Source: an optimization exercise on an open RTL-to-GDS flow (aim: small area, a short achievable clock period and few clock cycles per item). Production flows keep margins and buffers that such runs may drop. Function was checked by simulation only, so behaviour that the tests miss may differ from the original. No activity file was given, so power comes from the tool's default toggle rates.

Design proof_emul, start of the top module:
module proof_emul #(
  parameter int BMAX = 256
) (
  input  logic            clk_i,
  input  logic            arst_ni,
  input  logic            istr_i,
  input  logic [BMAX-1:0] modp_i,
  input  logic [BMAX-1:0] opa_i,
  input  logic [BMAX-1:0] opb_i,
  output logic            busy_o,
  output logic            vlid_o,
  output logic            ierr_o,
  output logic [BMAX-1:0] prod_o
);
export LEC_CHECK = 0
export CAP_MARGIN = 20
export CORE_MARGIN = 2
export CORE_UTILIZATION = 40
export SLEW_MARGIN = 20
create_clock -name core_clock -period 17.5 [get_ports {clk_i}]
standard.sh (not shown) runs the stock make flow with config.mk's settings and CLKGATE_MAP_FILE= SYNTH_SCRIPT=/design/flow/synth_recipe.tcl, a recipe that flattens the netlist after the stock synthesis.
==> flow/flow/run.sh <==
#!/bin/bash
# Standard ORFS layout (the standard.sh), except that the port buffers are
# sky130_fd_sc_hd__buf_2 cells instead of the cell buffer_ports picks by default.
# The full make output goes to make_finish.log; ORFS keeps each step's log under orfs/logs.
set -euo pipefail
export BUFFER_PORTS_ARGS="-buffer_cell sky130_fd_sc_hd__buf_2"
bash standard.sh finish > make_finish.log 2>&1
Testbench counts at the start, summed over its fixed seeds: cycles 26,406, items 192.
Change:
==> flow/run.sh (new file) <==
#!/bin/bash
# synth_recipe.tcl (not shown) runs the flow's synth.tcl, then flattens the netlist and writes it again
# the make line also repeats each setting of config.mk as NAME=value (left out here)
make -C /OpenROAD-flow-scripts/flow DESIGN_CONFIG=/design/flow/config.mk WORK_HOME=/design/flow/orfs CLKGATE_MAP_FILE= SYNTH_SCRIPT=/design/flow/synth_recipe.tcl finish
removed: flow/flow/run.sh
removed: flow/standard.sh
What happened: Final area rises by 5.6%; via count falls by 1.4%; total power rises by 1.9%; worst hold slack gains 0.015 ns; clock-buffer cell count rises by 20; flip-flop and latch count is unchanged; clock skew barely changes; routed wire length rises by 0.72%; setup slack loses 0.82 ns.
Change:
==> flow/flow/run.sh (new file) <==
#!/bin/bash
# The standard ORFS layout (standard.sh), with two changes to how it is made:
#  - the port buffers are sky130_fd_sc_hd__buf_2 cells (buffer_ports' -buffer_cell);
#  - the flow's own repair_timing steps (after CTS and after global routing) are
#    asked for a larger setup slack margin, so that they size and buffer the
#    design for a shorter period than the constraint's. The SDC is unchanged.
# The full make output goes to make_finish.log; ORFS keeps each step's log under orfs/logs.
set -euo pipefail
export BUFFER_PORTS_ARGS="-buffer_cell sky130_fd_sc_hd__buf_2"
export SETUP_SLACK_MARGIN=12.5
bash standard.sh finish > make_finish.log 2>&1
==> flow/standard.sh (new file) <==
#!/bin/bash
# synth_recipe.tcl (not shown) runs the flow's synth.tcl, then flattens the netlist and writes it again
# the make line also repeats each setting of config.mk as NAME=value (left out here)
make -C /OpenROAD-flow-scripts/flow DESIGN_CONFIG=/design/flow/config.mk WORK_HOME=/design/flow/orfs CLKGATE_MAP_FILE= SYNTH_SCRIPT=/design/flow/synth_recipe.tcl "${@:-finish}"
removed: flow/run.sh
After rerunning: Setup slack gets better by 1.6 ns. Maximum frequency increases by a quarter to a third. Wire length came out higher slightly. Die area stays the same.

* * *

## run 1
proof_emul, a different RTL version from the one above (not shown whole).
Size: roughly 1000 I/O pins.
==> flow/design.v (excerpt) <==
module proof_emul #(
  parameter int BMAX = 256
) (
  input  logic            clk_i,
  input  logic            arst_ni,
  input  logic            istr_i,
  input  logic [BMAX-1:0] modp_i,
  input  logic [BMAX-1:0] opa_i,
  input  logic [BMAX-1:0] opb_i,
  output logic            busy_o,
  output logic            vlid_o,
  output logic            ierr_o,
  output logic [BMAX-1:0] prod_o
);
clock: 17.5 ns
lec_check: 0
cap_margin: 20
core_margin: 2
core_utilization: 40
cts_cluster_diameter: 100
cts_cluster_size: 24
slew_margin: 20
==> flow/flow/run.sh <==
#!/bin/bash
# The standard ORFS layout (standard.sh), with two changes to how it is made:
#  - the port buffers are sky130_fd_sc_hd__buf_1 cells (buffer_ports' -buffer_cell);
#  - the flow's own repair_timing steps (after CTS and after global routing) are
#    asked for a larger setup slack margin, so that they size and buffer the
#    design for a shorter period than the constraint's. The SDC is unchanged.
# The full make output goes to make_finish.log; ORFS keeps each step's log under orfs/logs.
set -euo pipefail
export BUFFER_PORTS_ARGS="-buffer_cell sky130_fd_sc_hd__buf_1"
export SETUP_SLACK_MARGIN=12.5
bash standard.sh finish > make_finish.log 2>&1
Testbench counts of run 1, summed over its fixed seeds: cycles 26,287, items 192.
Input changes introduced in run 2 (baseline for comparison: run 1):
- CTS_CLUSTER_DIAMETER: 100 -> unset
- CTS_CLUSTER_SIZE: 24 -> unset
- CTS_BUF_LIST: unset -> sky130_fd_sc_hd__clkbuf_4 sky130_fd_sc_hd__clkbuf_8 sky130_fd_sc_hd__clkbuf_16
==> comparison <==
Share of layout cells above drive strength 1 (lower): run 1
The fraction of area in multi-input gates of run 2 falls short of that of run 1 by 1.7 points.
The static power due to leakage in run 2 sits 5.9% above the value recorded for run 1.
met1 routing resource usage after global routing ends up lower on run 2.
Edits applied to the flow inputs when going from run 2 to run 3:
- CORE_UTILIZATION changed from 40 to 75
- CTS_BUF_LIST removed (was sky130_fd_sc_hd__clkbuf_4 sky130_fd_sc_hd__clkbuf_8 sky130_fd_sc_hd__clkbuf_16)
==> flow/flow/run.sh <==
#!/bin/bash
# The standard ORFS layout (standard.sh), with two changes to how it is made:
#  - the port buffers are sky130_fd_sc_hd__buf_2 cells (buffer_ports' -buffer_cell);
#  - the flow's own repair_timing steps (after CTS and after global routing) are
#    asked for a larger setup slack margin, so that they size and buffer the
#    design for a shorter period than the constraint's. The SDC is unchanged.
# The full make output goes to make_finish.log; ORFS keeps each step's log under orfs/logs.
set -euo pipefail
export BUFFER_PORTS_ARGS="-buffer_cell sky130_fd_sc_hd__buf_2"
export SETUP_SLACK_MARGIN=12.5
bash standard.sh finish > make_finish.log 2>&1
Results
Run 3 went all the way through the flow, and no timing, DRC or antenna check failed. Run 3 ends up with lower number of standard cells in the final layout excluding fillers than run 2 does. Higher count of buffer and inverter cells on the critical path among run 2 and run 3: run 3. Run 3 gives more power density over the cells than run 2 did. Cell area after placement essentially unchanged between run 2 and run 3. Run 3 vs. run 2: clock latency of the later-clocked register in the worst-skew pair shows a reduction of 0.04 ns, logic depth of the worst path, buffers included shows an increase of 13. Endpoint arrival time on the critical path (run 3 over run 2): increase, 4.36 ns. Compared with run 2, in run 3 total placed cells including tap cells now sits lower; sequential share of layout area now sits higher.
Modified inputs, run 4 compared to run 3
- CTS_CLUSTER_DIAMETER: unset -> 80
- CTS_CLUSTER_SIZE: unset -> 30
- CORE_UTILIZATION: 75 -> 40
==> flow/flow/run.sh <==
#!/bin/bash
# The standard ORFS layout (standard.sh), with two changes to how it is made:
#  - the port buffers are sky130_fd_sc_hd__buf_1 cells (buffer_ports' -buffer_cell);
#  - the flow's own repair_timing steps (after CTS and after global routing) are
#    asked for a larger setup slack margin, so that they size and buffer the
#    design for a shorter period than the constraint's. The SDC is unchanged.
# The full make output goes to make_finish.log; ORFS keeps each step's log under orfs/logs.
set -euo pipefail
export BUFFER_PORTS_ARGS="-buffer_cell sky130_fd_sc_hd__buf_1"
export SETUP_SLACK_MARGIN=12.5
bash standard.sh finish > make_finish.log 2>&1
## What came out
Row count came out higher on run 4 than on run 3. ss_r[26] as the launching element of the worst setup path was reported by run 4, and sel_q[3][1] by run 3. Run 4 — design area 490 sq um lower, run 3 as reference. Run 4 vs run 3 — met2 wire length climbed by more than 10%. Re worst setup slack: run 3 was lower than run 4. Of run 4 and run 3, it is run 4 that has the higher clock slew at the register clock pins of the worst setup and hold paths. As far as simple-gate area share of the yosys netlist goes, run 3 and run 4 are indistinguishable; the numbers are identical. Run 4: full flow OK, the timing, design-rule and antenna checks passed. Minimum period implied by the final worst setup slack (run 4 over run 3): decrease, 0.18 ns. Layout-stage area growth over the synthesis result in run 4 is 0.64 points below run 3. A termination of the worst setup path of prod_o[22] is what run 4 shows, while rc_r[6] belongs to run 3. Run 4: non-clock buffer contribution to total cell area 0.68 points below run 3.
Setup changes, run 4 to run 5
- clearing CTS_CLUSTER_SIZE, which used to be 30
- clearing CTS_CLUSTER_DIAMETER, which used to be 80
==> flow/flow/run.sh <==
#!/bin/bash
# The standard ORFS layout (standard.sh), with two changes to how it is made:
#  - the port buffers are sky130_fd_sc_hd__buf_2 cells (buffer_ports' -buffer_cell);
#  - the flow's own repair_timing steps (after CTS and after global routing) are
#    asked for a larger setup slack margin, so that they size and buffer the
#    design for a shorter period than the constraint's. The SDC is unchanged.
# The full make output goes to make_finish.log; ORFS keeps each step's log under orfs/logs.
set -euo pipefail
export BUFFER_PORTS_ARGS="-buffer_cell sky130_fd_sc_hd__buf_2"
export SETUP_SLACK_MARGIN=12.5
bash standard.sh finish > make_finish.log 2>&1
--- outcome ---
Run 4 → run 5: share of the core filled with cells increased 1.5 points; met2 demand-to-capacity share in global routing decreased 0.86 points; fmax essentially unchanged.
Clock skew was lower in run 5 than in run 4.
Compared with run 4, run 5 ends up with more cell area.
Critical path buffer and inverter count delta (run 4 -> run 5): insignificant
Higher setup slack was reported by run 5, not run 4.
--- input diff run 5..run 6 ---
- setting CTS_BUF_LIST to sky130_fd_sc_hd__clkbuf_4 sky130_fd_sc_hd__clkbuf_8 sky130_fd_sc_hd__clkbuf_16 for the first time
### Flow results
- Run 6 went all the way through synthesis, placement and routing and the layout is clean on timing, DRC and antenna.
- On clock power, the lower figure sits with run 5, not run 6.
- Per the comparison of run 6 with run 5, register share of the cell area barely changed, relative contribution of the clock network to total power rose by 0.3 points, average routed wire per standard cell held steady.

* * *

proof_emul again, from the RTL that the note above started with.
==> flow/config.mk <==
export PLATFORM = sky130hd
export DESIGN_NAME = proof_emul
export DESIGN_NICKNAME = proof_emul
export VERILOG_FILES = /design/flow/design.v
export SDC_FILE = /design/flow/constraint.sdc
export NUM_CORES = 4
export LEC_CHECK = 0
export CAP_MARGIN = 20
export CORE_MARGIN = 2
export CORE_UTILIZATION = 60
export SLEW_MARGIN = 20
==> flow/constraint.sdc <==
create_clock -name core_clock -period 17.5 [get_ports {clk_i}]
set_input_delay 3.5000 -clock core_clock [delete_from_list [all_inputs] [get_ports {clk_i}]]
set_output_delay 3.5000 -clock core_clock [all_outputs]
set_load 0.01 [all_outputs]
==> flow/flow/run.sh <==
#!/bin/bash
# The standard ORFS layout (standard.sh), with two changes to how it is made:
#  - the port buffers are sky130_fd_sc_hd__buf_2 cells (buffer_ports' -buffer_cell);
#  - the flow's own repair_timing steps (after CTS and after global routing) are
#    asked for a larger setup slack margin, so that they size and buffer the
#    design for a shorter period than the constraint's. The SDC is unchanged.
# The full make output goes to make_finish.log; ORFS keeps each step's log under orfs/logs.
set -euo pipefail
export BUFFER_PORTS_ARGS="-buffer_cell sky130_fd_sc_hd__buf_2"
export SETUP_SLACK_MARGIN=12.5
bash standard.sh finish > make_finish.log 2>&1
The starting point went through all stages and came out clean.
Testbench counts at the start, summed over its fixed seeds: cycles 26,287, items 192.
Next try:
==> flow/flow/run.sh (replaced) <==
#!/bin/bash
# The standard ORFS layout (standard.sh), with two changes to how it is made:
#  - the port buffers are sky130_fd_sc_hd__buf_1 cells (buffer_ports' -buffer_cell);
#  - the flow's own repair_timing steps (after CTS and after global routing) are
#    asked for a larger setup slack margin, so that they size and buffer the
#    design for a shorter period than the constraint's. The SDC is unchanged.
# The full make output goes to make_finish.log; ORFS keeps each step's log under orfs/logs.
set -euo pipefail
export BUFFER_PORTS_ARGS="-buffer_cell sky130_fd_sc_hd__buf_1"
export SETUP_SLACK_MARGIN=12.5
bash standard.sh finish > make_finish.log 2>&1
--- a/flow/config.mk
+++ b/flow/config.mk
@@ -8,4 +8,7 @@
 export CAP_MARGIN = 20
 export CORE_MARGIN = 2
-export CORE_UTILIZATION = 60
+export CORE_UTILIZATION = 40
+export CTS_CLUSTER_DIAMETER = 100
+export CTS_CLUSTER_SIZE = 24
+export PLACE_DENSITY = 0.75
 export SLEW_MARGIN = 20
Effect: Core utilization went down by 24 points. Count of clock-buffer cells in the layout decreases by 106. Clock skew came out higher by 21 ps. Total power fell by 7.7%. Worst setup slack improved by 33 ps. Sequential share of layout area rose by 1.2 points. Synthesized area is unchanged. Global-route usage goes down by 11 points. Hold slack gets better by 3.4 ps. Design area came out lower by 2.9%. Synthesized cell count is unchanged.

[port drivers added, routing unchanged]
Ports are ideal in the flow. The routed layouts listed here were re-timed in OpenROAD.
Step 1: set_driving_cell puts a clkbuf_16 on clk_i and a buf_2 on each other input, an assumption about the parent block.
Step 2 also shifts input and output timing later by t, the mid clock arrival at the registers, as if the neighbouring blocks saw the same clock.
Three values: ideal, step 1, step 2; two values: the first two.
| run | t (ns) | slack for setup (ns) | worst setup path after step 2 |
|---|---|---|---|
| the first run of note 1 | 0.897 | 11.223 / 11.223 / 10.583 | input to register |
| the second run of note 1 | 0.896 | 10.408 / 10.452 / 9.556 | input to register |
| the third run of note 1 | 0.922 | 11.974 / 11.876 / 11.614 | input to register |
| run 1 | 0.839 | 12.512 / 12.415 / 11.768 | input to register |
| run 2 | 0.923 | 12.514 / 12.414 / 11.681 | input to register |
| run 3 | 0.875 | 12.338 / 12.338 / 11.617 | input to register |
| run 4 | 0.876 | 12.517 / 12.426 / 11.733 | input to register |
| run 5 | 0.905 | 12.524 / 12.427 / 11.693 | input to register |
| run 6 | 0.907 | 12.532 / 12.442 / 11.670 | input to register |
| the first run of note 3 | 0.871 | 12.484 / 12.423 / 11.662 | input to register |
| the second run of note 3 | 0.850 | 12.517 / 12.426 / 11.738 | input to register |
After both steps setup and hold are still met in every run listed. The setup slack of run 6, which loses most, moves by -0.090 ns with the drivers and by -0.862 ns with both steps.
